From an optimization exercise on the open Yosys and OpenROAD flow, aimed at small area, a short achievable clock period and few clock cycles per item; shortcuts taken in it are not production practice. RTL that was checked went through simulation tests only; none was proved equivalent to the original. The clock port is modelled as an ideal driver; clocking choices that lean on that would not hold on a real chip. No activity file was given, so power comes from the tool's default toggle rates.

old:
## jam_top
module jam_top (
	input  logic        clk,
	input  logic        rst_n,
	input  logic        in_valid,
	input  logic [6:0]  in_cost,
	output logic        out_valid,
	output logic [59:0] out_data    
);
export LEC_CHECK = 0
export CAP_MARGIN = 20
export CORE_MARGIN = 2
export CORE_UTILIZATION = 40
export CTS_CLUSTER_DIAMETER = 60
export CTS_CLUSTER_SIZE = 30
export SLEW_MARGIN = 20
create_clock -name core_clock -period 15.0 [get_ports {clk}]
standard.sh (not shown) runs the stock make flow with config.mk's settings and CLKGATE_MAP_FILE= SYNTH_SCRIPT=/design/flow/synth_recipe.tcl, a recipe that flattens the netlist after the stock synthesis.
==> flow/flow/run.sh <==
#!/bin/bash
# Standard layout, with timing repair aiming for extra setup slack.
set -euo pipefail
bash standard.sh SETUP_SLACK_MARGIN=11 finish > make.log 2>&1
Testbench counts of old, summed over its fixed seeds: cycles 15,727, matrices 192.
### old -> new
diff --git a/flow/design.v b/flow/design.v
--- a/flow/design.v
+++ b/flow/design.v
@@ -53,12 +53,19 @@
 		bw = 1'b0;
 		for (int i = 0; i < 7; i++) begin
 			sub7[i] = a[i] ^ b[i] ^ bw;
 			bw      = (~a[i] & b[i]) | (~(a[i] ^ b[i]) & bw);
 		end
 	endfunction
+	function automatic logic less7(input logic [6:0] a, input logic [6:0] b);
+		logic l;
+		l = 1'b0;
+		for (int i = 0; i < 7; i++)
+			l = (~a[i] & b[i]) | (~(a[i] & ~b[i]) & l);
+		less7 = l;
+	endfunction
 	logic [55:0] ring [7];
 	logic [55:0] cmin;
 	logic [55:0] sx, sy, d;
 	always_comb begin
 		sx = ins ? A : ring[6];
 		for (int c = 0; c < 8; c++) begin
@@ -66,13 +73,13 @@
 			d[c*7 +: 7]  = sub7(sx[c*7 +: 7], sy[c*7 +: 7]);
 		end
 	end
 	always_ff @(posedge clk) begin
 		if (in_valid) begin
 			A <= {in_cost, A[55:7]};
-			m <= (k[2:0] == 3'd0 || in_cost < m) ? in_cost : m;
+			m <= (k[2:0] == 3'd0 || less7(in_cost, m)) ? in_cost : m;
 		end else if (a_ld) begin
 			A <= ring[6];
 		end
 	end
 	logic [2:0] ph;         
 	always_ff @(posedge clk) begin
@@ -91,13 +98,13 @@
 	logic [63:0] z;         
 	logic [7:0]  lt, le;
 	logic [7:0]  roh;
 	logic [63:0] tr, tc;    
 	always_comb begin
 		for (int c = 0; c < 8; c++) begin
-			lt[c] = cmp && (r == 3'd0 || ring[0][c*7 +: 7] < cmin[c*7 +: 7]);
+			lt[c] = cmp && (r == 3'd0 || less7(ring[0][c*7 +: 7], cmin[c*7 +: 7]));
 			le[c] = lt[c] || (cmp && ring[0][c*7 +: 7] == cmin[c*7 +: 7]);
 		end
 		for (int i = 0; i < 8; i++)
 			roh[i] = (r == i[2:0]);
 	end
 	logic [63:0] z_n;
@@ -119,26 +126,20 @@
 	logic [7:0]  hr, hc;    
 	logic [7:0]  rsel, csel;
 	logic        take_col;
 	logic [7:0]  zc, zr;    
 	logic [63:0] zt;        
 	logic        all_clear;
-	function automatic logic [7:0] sort8(input logic [7:0] v);
-		logic [7:0] s;
-		s = v;
-		{s[0], s[1]} = {s[0] | s[1], s[0] & s[1]}; {s[2], s[3]} = {s[2] | s[3], s[2] & s[3]}; {s[4], s[5]} = {s[4] | s[5], s[4] & s[5]}; {s[6], s[7]} = {s[6] | s[7], s[6] & s[7]};
-		{s[0], s[2]} = {s[0] | s[2], s[0] & s[2]}; {s[1], s[3]} = {s[1] | s[3], s[1] & s[3]}; {s[4], s[6]} = {s[4] | s[6], s[4] & s[6]}; {s[5], s[7]} = {s[5] | s[7], s[5] & s[7]};
-		{s[1], s[2]} = {s[1] | s[2], s[1] & s[2]}; {s[5], s[6]} = {s[5] | s[6], s[5] & s[6]};
-		{s[0], s[4]} = {s[0] | s[4], s[0] & s[4]}; {s[1], s[5]} = {s[1] | s[5], s[1] & s[5]}; {s[2], s[6]} = {s[2] | s[6], s[2] & s[6]}; {s[3], s[7]} = {s[3] | s[7], s[3] & s[7]};
-		{s[2], s[4]} = {s[2] | s[4], s[2] & s[4]}; {s[3], s[5]} = {s[3] | s[5], s[3] & s[5]};
-		{s[1], s[2]} = {s[1] | s[2], s[1] & s[2]}; {s[3], s[4]} = {s[3] | s[4], s[3] & s[4]}; {s[5], s[6]} = {s[5] | s[6], s[5] & s[6]};
-		sort8 = s;
-	endfunction
-	always_comb begin
-		for (int i = 0; i < 8; i++) begin
-			tr_init[i*8 +: 8] = sort8(z_n[i*8 +: 8]);
+	logic [3:0]  pop;
+	always_comb begin
+		for (int i = 0; i < 8; i++) begin
+			pop = 4'd0;
+			for (int c = 0; c < 8; c++)
+				pop = pop + {3'd0, z_n[i*8+c]};
+			for (int n = 0; n < 8; n++)
+				tr_init[i*8+n] = (pop > n[3:0]);
 		end
 		for (int i = 0; i < 8; i++)
 			for (int c = 0; c < 8; c++)
 				zt[c*8+i] = z[i*8+c];
 	end
 	function automatic logic [7:0] first_word(input logic [7:0] f, input logic [63:0] w);
### Flow results
Lower worst slew margin relative to its limit goes to old over new. new vs old: wire length of the first global-routing pass down by a few percent. Taking old as the reference, in new clock latency reported for the late side of the worst-skew pair has remained practically unchanged, routed wire length per instance has decreased, adder-cell share of the synthesized area has increased, fraction of power consumed by the clock network has decreased, wire length on met2 has decreased. new: total power is about 13% higher than what old reported. Setup slack in new is smaller than in old. On setup TNS after final layout, new and old are basically level.
Function not checked in new: the RTL went through the layout flow alone.

* * *

lane 1:
The RTL this note starts from:
==> flow/design.v <==
`default_nettype none
module jam_top (
	input  logic        clk,
	input  logic        rst_n,
	input  logic        in_valid,
	input  logic [6:0]  in_cost,
	output logic        out_valid,
	output logic [59:0] out_data    
);
	logic [5:0]  k;         
	logic [55:0] A;         
	logic [6:0]  m;         
	logic        rdy;       
	logic        last;      
	logic        cmp;       
	logic        cmp7;      
	logic [2:0]  r;         
	logic        ins;       
	logic        subc;      
	logic        a_ld;      
	logic [2:0]  pcnt;      
	logic        out_v;
	logic [2:0]  beat;
	logic        row_end;
	logic        put7_n;    
	assign row_end = in_valid && (k[2:0] == 3'd7);
	assign put7_n  = out_v && (beat == 3'd4);
	always_ff @(posedge clk or negedge rst_n) begin
		if (!rst_n) begin
			k       <= 6'd0;
			rdy     <= 1'b0;
			last    <= 1'b0;
			cmp     <= 1'b0;
			cmp7    <= 1'b0;
			ins     <= 1'b0;
			subc    <= 1'b0;
			a_ld    <= 1'b0;
		end else begin
			rdy     <= row_end;
			last    <= row_end && (k[5:3] == 3'd7);
			cmp     <= rdy;
			cmp7    <= last;
			ins     <= row_end || (pcnt == 3'd3) || put7_n;
			subc    <= cmp7 || (pcnt > 3'd1) || put7_n;
			a_ld    <= (row_end && k[5:3] == 3'd7) || (pcnt == 3'd3);
			if (in_valid)
				k <= k + 6'd1;
		end
	end
	assign r = k[5:3] - 3'd1;
	function automatic logic [6:0] sub7(input logic [6:0] a, input logic [6:0] b);
		logic bw;
		bw = 1'b0;
		for (int i = 0; i < 7; i++) begin
			sub7[i] = a[i] ^ b[i] ^ bw;
			bw      = (~a[i] & b[i]) | (~(a[i] ^ b[i]) & bw);
		end
	endfunction
	function automatic logic less7(input logic [6:0] a, input logic [6:0] b);
		logic       l;
		logic [6:0] e;
		e = ~(a ^ b);
		l = 1'b0;
		for (int i = 6; i >= 0; i--)
			l = l | (&(e | ~(7'h7f << (i + 1))) & ~a[i] & b[i]);
		less7 = l;
	endfunction
	logic [55:0] ring [7];
	logic [55:0] cmin;
	logic [55:0] sx, sy, d;
	always_comb begin
		sx = ins ? A : ring[6];
		for (int c = 0; c < 8; c++) begin
			sy[c*7 +: 7] = (m & {7{rdy}}) | (cmin[c*7 +: 7] & {7{subc}});
			d[c*7 +: 7]  = sub7(sx[c*7 +: 7], sy[c*7 +: 7]);
		end
	end
	always_ff @(posedge clk) begin
		if (in_valid) begin
			A <= {in_cost, A[55:7]};
			m <= (k[2:0] == 3'd0 || less7(in_cost, m)) ? in_cost : m;
		end else if (a_ld) begin
			A <= ring[6];
		end
	end
	logic [2:0] ph;         
	always_ff @(posedge clk) begin
		ring[0] <= d;   
		for (int i = 1; i < 7; i++)
			ring[i] <= ring[i-1];
	end
	always_ff @(posedge clk or negedge rst_n) begin
		if (!rst_n)
			ph <= 3'd0;
		else if ((rdy && r == 3'd0) || ph == 3'd6)
			ph <= 3'd0;
		else
			ph <= ph + 3'd1;
	end
	logic [63:0] z;         
	logic [7:0]  lt, le;
	logic [7:0]  roh;
	logic [63:0] tr, tc;    
	always_comb begin
		for (int c = 0; c < 8; c++) begin
			lt[c] = cmp && (r == 3'd0 || ring[0][c*7 +: 7] < cmin[c*7 +: 7]);
			le[c] = lt[c] || (cmp && ring[0][c*7 +: 7] == cmin[c*7 +: 7]);
		end
		for (int i = 0; i < 8; i++)
			roh[i] = (r == i[2:0]);
	end
	logic [63:0] z_n;
	always_comb
		for (int c = 0; c < 8; c++)
			for (int i = 0; i < 8; i++)
				z_n[i*8+c] = (z[i*8+c] && !lt[c]) || (roh[i] && le[c]);
	always_ff @(posedge clk) begin
		z <= z_n;
		for (int c = 0; c < 8; c++)
			if (lt[c])
				cmin[c*7 +: 7] <= ring[0][c*7 +: 7];
	end
	logic        busy;      
	logic        done;      
	logic [3:0]  drawn;
	logic [63:0] tr_init;
	logic [7:0]  mr, mc;    
	logic [7:0]  hr, hc;    
	logic [7:0]  rsel, csel;
	logic        take_col;
	logic [7:0]  zc, zr;    
	logic [63:0] zt;        
	logic        all_clear;
	function automatic logic [7:0] sort8(input logic [7:0] v);
		logic [7:0] s;
		s = v;
		{s[0], s[1]} = {s[0] | s[1], s[0] & s[1]}; {s[2], s[3]} = {s[2] | s[3], s[2] & s[3]}; {s[4], s[5]} = {s[4] | s[5], s[4] & s[5]}; {s[6], s[7]} = {s[6] | s[7], s[6] & s[7]};
		{s[0], s[2]} = {s[0] | s[2], s[0] & s[2]}; {s[1], s[3]} = {s[1] | s[3], s[1] & s[3]}; {s[4], s[6]} = {s[4] | s[6], s[4] & s[6]}; {s[5], s[7]} = {s[5] | s[7], s[5] & s[7]};
		{s[1], s[2]} = {s[1] | s[2], s[1] & s[2]}; {s[5], s[6]} = {s[5] | s[6], s[5] & s[6]};
		{s[0], s[4]} = {s[0] | s[4], s[0] & s[4]}; {s[1], s[5]} = {s[1] | s[5], s[1] & s[5]}; {s[2], s[6]} = {s[2] | s[6], s[2] & s[6]}; {s[3], s[7]} = {s[3] | s[7], s[3] & s[7]};
		{s[2], s[4]} = {s[2] | s[4], s[2] & s[4]}; {s[3], s[5]} = {s[3] | s[5], s[3] & s[5]};
		{s[1], s[2]} = {s[1] | s[2], s[1] & s[2]}; {s[3], s[4]} = {s[3] | s[4], s[3] & s[4]}; {s[5], s[6]} = {s[5] | s[6], s[5] & s[6]};
		sort8 = s;
	endfunction
	always_comb begin
		for (int i = 0; i < 8; i++) begin
			tr_init[i*8 +: 8] = sort8(z_n[i*8 +: 8]);
		end
		for (int i = 0; i < 8; i++)
			for (int c = 0; c < 8; c++)
				zt[c*8+i] = z[i*8+c];
	end
	function automatic logic [7:0] first_word(input logic [7:0] f, input logic [63:0] w);
		logic [3:0]  f1;
		logic [31:0] w1;
		logic [1:0]  f2;
		logic [15:0] w2;
		for (int p = 0; p < 4; p++) begin
			f1[p]         = f[2*p] | f[2*p+1];
			w1[p*8 +: 8]  = f[2*p] ? w[2*p*8 +: 8] : w[(2*p+1)*8 +: 8];
		end
		for (int q = 0; q < 2; q++) begin
			f2[q]         = f1[2*q] | f1[2*q+1];
			w2[q*8 +: 8]  = f1[2*q] ? w1[2*q*8 +: 8] : w1[(2*q+1)*8 +: 8];
		end
		first_word = f2[0] ? w2[7:0] : w2[15:8];
	endfunction
	function automatic logic one_or_none(input logic [7:0] v);
		logic seen, two;
		seen = 1'b0;
		two  = 1'b0;
		for (int i = 0; i < 8; i++) begin
			two  = two | (seen & v[i]);
			seen = seen | v[i];
		end
		one_or_none = !two;
	endfunction
	always_comb begin
		mr = 8'd0;
		mc = 8'd0;
		for (int i = 0; i < 8; i++) begin
			mr = mr | tr[i*8 +: 8];
			mc = mc | tc[i*8 +: 8];
		end
		take_col = |(mc & ~mr);   
		for (int i = 0; i < 8; i++) begin
			hr[i] = &(tr[i*8 +: 8] | ~mr);
			hc[i] = &(tc[i*8 +: 8] | ~mc);
		end
		rsel = hr & (~hr + 8'd1);   
		csel = hc & (~hc + 8'd1);
		zr = first_word(hr, z);     
		zc = first_word(hc, zt);    
	end
	logic [7:0] nzr, nzc;   
	always_comb begin
		for (int i = 0; i < 8; i++) begin
			nzr[i] = tr[i*8];
			nzc[i] = tc[i*8];
		end
		all_clear = one_or_none(nzr) || one_or_none(nzc);
	end
	always_ff @(posedge clk) begin
		for (int i = 0; i < 8; i++) begin
			if (cmp7)
				tr[i*8 +: 8] <= tr_init[i*8 +: 8];
			else if (busy) begin
				if (take_col) begin
					if (zc[i])
						tr[i*8 +: 8] <= {1'b0, tr[i*8+1 +: 7]};
				end else if (rsel[i])
					tr[i*8 +: 8] <= 8'd0;
			end
			if (lt[i])
				tc[i*8 +: 8] <= 8'd1;
			else if (le[i])
				tc[i*8 +: 8] <= {tc[i*8 +: 7], 1'b1};
			else if (busy) begin
				if (take_col) begin
					if (csel[i])
						tc[i*8 +: 8] <= 8'd0;
				end else if (zr[i])
					tc[i*8 +: 8] <= {1'b0, tc[i*8+1 +: 7]};
			end
		end
		if (cmp7)
			drawn <= 4'd0;
		else if (busy)
			drawn <= drawn + 4'd1;
	end
	logic go;
	logic fin;
	assign fin  = done || (busy && all_clear);
	assign go   = fin && (ph == 3'd0);   
	always_ff @(posedge clk or negedge rst_n) begin
		if (!rst_n) begin
			busy  <= 1'b0;
			done  <= 1'b0;
			pcnt  <= 3'd0;
			out_v <= 1'b0;
			beat  <= 3'd0;
		end else begin
			busy <= cmp7 || (busy && !all_clear);
			done <= fin && !go;
			if (cmp7)
				pcnt <= 3'd7;
			else if (pcnt != 3'd0)
				pcnt <= pcnt - 3'd1;
			if (go) begin
				out_v <= 1'b1;
				beat  <= 3'd0;
			end else if (out_v) begin
				beat <= beat + 3'd1;
				if (beat == 3'd7)
					out_v <= 1'b0;
			end
		end
	end
	assign out_valid = out_v;
	assign out_data  = {ring[1], drawn};
endmodule
`default_nettype wire
==> flow/config.mk <==
export PLATFORM = sky130hd
export DESIGN_NAME = jam_top
export DESIGN_NICKNAME = jam_top
export VERILOG_FILES = /design/flow/design.v
export SDC_FILE = /design/flow/constraint.sdc
export NUM_CORES = 4
export LEC_CHECK = 0
export CAP_MARGIN = 20
export CORE_MARGIN = 2
export CORE_UTILIZATION = 40
export CTS_CLUSTER_DIAMETER = 60
export CTS_CLUSTER_SIZE = 30
export SLEW_MARGIN = 20
==> flow/constraint.sdc <==
create_clock -name core_clock -period 15.0 [get_ports {clk}]
set_input_delay 3.0000 -clock core_clock [delete_from_list [all_inputs] [get_ports {clk}]]
set_output_delay 3.0000 -clock core_clock [all_outputs]
set_load 0.01 [all_outputs]
==> flow/flow/run.sh <==
#!/bin/bash
# The standard layout, with timing repair aiming for extra setup slack and
# the clock tree's root buffer removed after CTS (flow/post_cts.tcl), so the
# clock port drives the tree's first level (four buffers) directly.
set -euo pipefail
bash standard.sh SETUP_SLACK_MARGIN=11 POST_CTS_TCL="$PWD/flow/post_cts.tcl" finish > make.log 2>&1
==> flow/flow/post_cts.tcl <==
proc bypass_root_buffer {} {
  set block [ord::get_db_block]
  set clknet [$block findNet clk]
  set its [$clknet getITerms]
  if {[llength $its] != 1} {
    puts "bypass: the clock port drives [llength $its] pins, tree left as is"
    return
  }
  set r [[lindex $its 0] getInst]
  set xo [$r findITerm X]
  if {$xo eq "NULL" || ![string match "*clkbuf*" [[$r getMaster] getName]]} {
    puts "bypass: no root clock buffer, tree left as is"
    return
  }
  set rn [$xo getNet]
  set sinks {}
  foreach s [$rn getITerms] {
    if {[$s getInst] ne $r} { lappend sinks $s }
  }
  if {[llength $sinks] > 4 || [llength [$rn getBTerms]] > 0} {
    puts "bypass: the root buffer drives [llength $sinks] pins, tree left as is"
    return
  }
  foreach s $sinks {
    $s disconnect
    $s connect $clknet
  }
  [lindex $its 0] disconnect
  $xo disconnect
  odb::dbInst_destroy $r
  odb::dbNet_destroy $rn
  puts "bypass: the clock port now drives [llength $sinks] clock buffers"
}

bypass_root_buffer
estimate_parasitics -placement
repair_timing_helper
detailed_placement
check_placement -verbose
estimate_parasitics -placement
report_clock_skew
The flow did not stop early for lane 1: all stages ran, and the layout cleared the timing, design-rule and antenna checks.
For lane 2, these inputs were changed with respect to lane 1:
diff --git a/flow/design.v b/flow/design.v
--- a/flow/design.v
+++ b/flow/design.v
@@ -56,15 +56,6 @@
 			bw      = (~a[i] & b[i]) | (~(a[i] ^ b[i]) & bw);
 		end
 	endfunction
-	function automatic logic less7(input logic [6:0] a, input logic [6:0] b);
-		logic       l;
-		logic [6:0] e;
-		e = ~(a ^ b);
-		l = 1'b0;
-		for (int i = 6; i >= 0; i--)
-			l = l | (&(e | ~(7'h7f << (i + 1))) & ~a[i] & b[i]);
-		less7 = l;
-	endfunction
 	logic [55:0] ring [7];
 	logic [55:0] cmin;
 	logic [55:0] sx, sy, d;
@@ -78,7 +69,7 @@
 	always_ff @(posedge clk) begin
 		if (in_valid) begin
 			A <= {in_cost, A[55:7]};
-			m <= (k[2:0] == 3'd0 || less7(in_cost, m)) ? in_cost : m;
+			m <= (k[2:0] == 3'd0 || in_cost < m) ? in_cost : m;
 		end else if (a_ld) begin
 			A <= ring[6];
 		end
### Flow results
Lane 2 ends up with a routed length per placed instance that is 6.4% higher than in lane 1.
Sort lane 2 and lane 1 by area of all placed cells without fillers asc -> top: lane 1
Changes observed in lane 2 relative to lane 1: shortest period the worst path allows has decreased, instance count after placement with tap cells included +about 0.7%.
[compare] base=lane 1 new=lane 2: routed length on met2 went up by about 7%; count of different cell masters after synthesis went down by 8; area after synthesis was more or less identical.
Summary of the comparison: fraction of power consumed by the clock network is lower in lane 2, relative to lane 1.
Met2 layer usage reported by global route: lane 2 vs lane 1 up 1.9 points
Lane 2 has slack of the critical path above what lane 1 had.
From lane 1 to lane 2, setup TNS after final layout did not move at all.
Horizontal die dimension: lane 1 vs lane 2 — no meaningful difference
Diff lane 1 -> lane 2 | average vias per placed instance | up by a few percent
Testbench counts of lane 2, summed over its fixed seeds: cycles 15,727, matrices 192.
The RTL of lane 1 was laid out without a check of its function.

[port drivers added, routing unchanged]
Ports are ideal in the flow. The routed layouts listed here were re-timed in OpenROAD. Step 1 sets driving cells, clkbuf_16 on the clock port and buf_2 on the other inputs (assumed; they add their load-dependent delay and slew). Step 2 moves the port delays by t, midway between the first and last clock arrival at a register: inputs arrive t later, outputs are due t later. That takes back most of the time a late clock gives input paths. a / b / c = ideal / step 1 / step 2; a / b = the first two.
run	t, ns	slack for setup (ns)	worst setup path after step 2	latest minus earliest clock arrival (ns)
old	0.713	10.827 / 10.764 / 10.378	input to register	0.059 / 0.060
new	0.702	9.886 / 9.886 / 9.648	input to register	0.067 / 0.067
lane 1	0.576	10.252 / 10.306 / 9.730	input to register	0.054 / 0.053
lane 2	0.579	10.865 / 10.897 / 10.370	input to register	0.062 / 0.062
After both steps setup and hold are still met in every run listed. For lane 1, which loses most, drivers alone change the setup slack by +0.054 ns; drivers and shift together by -0.522 ns.
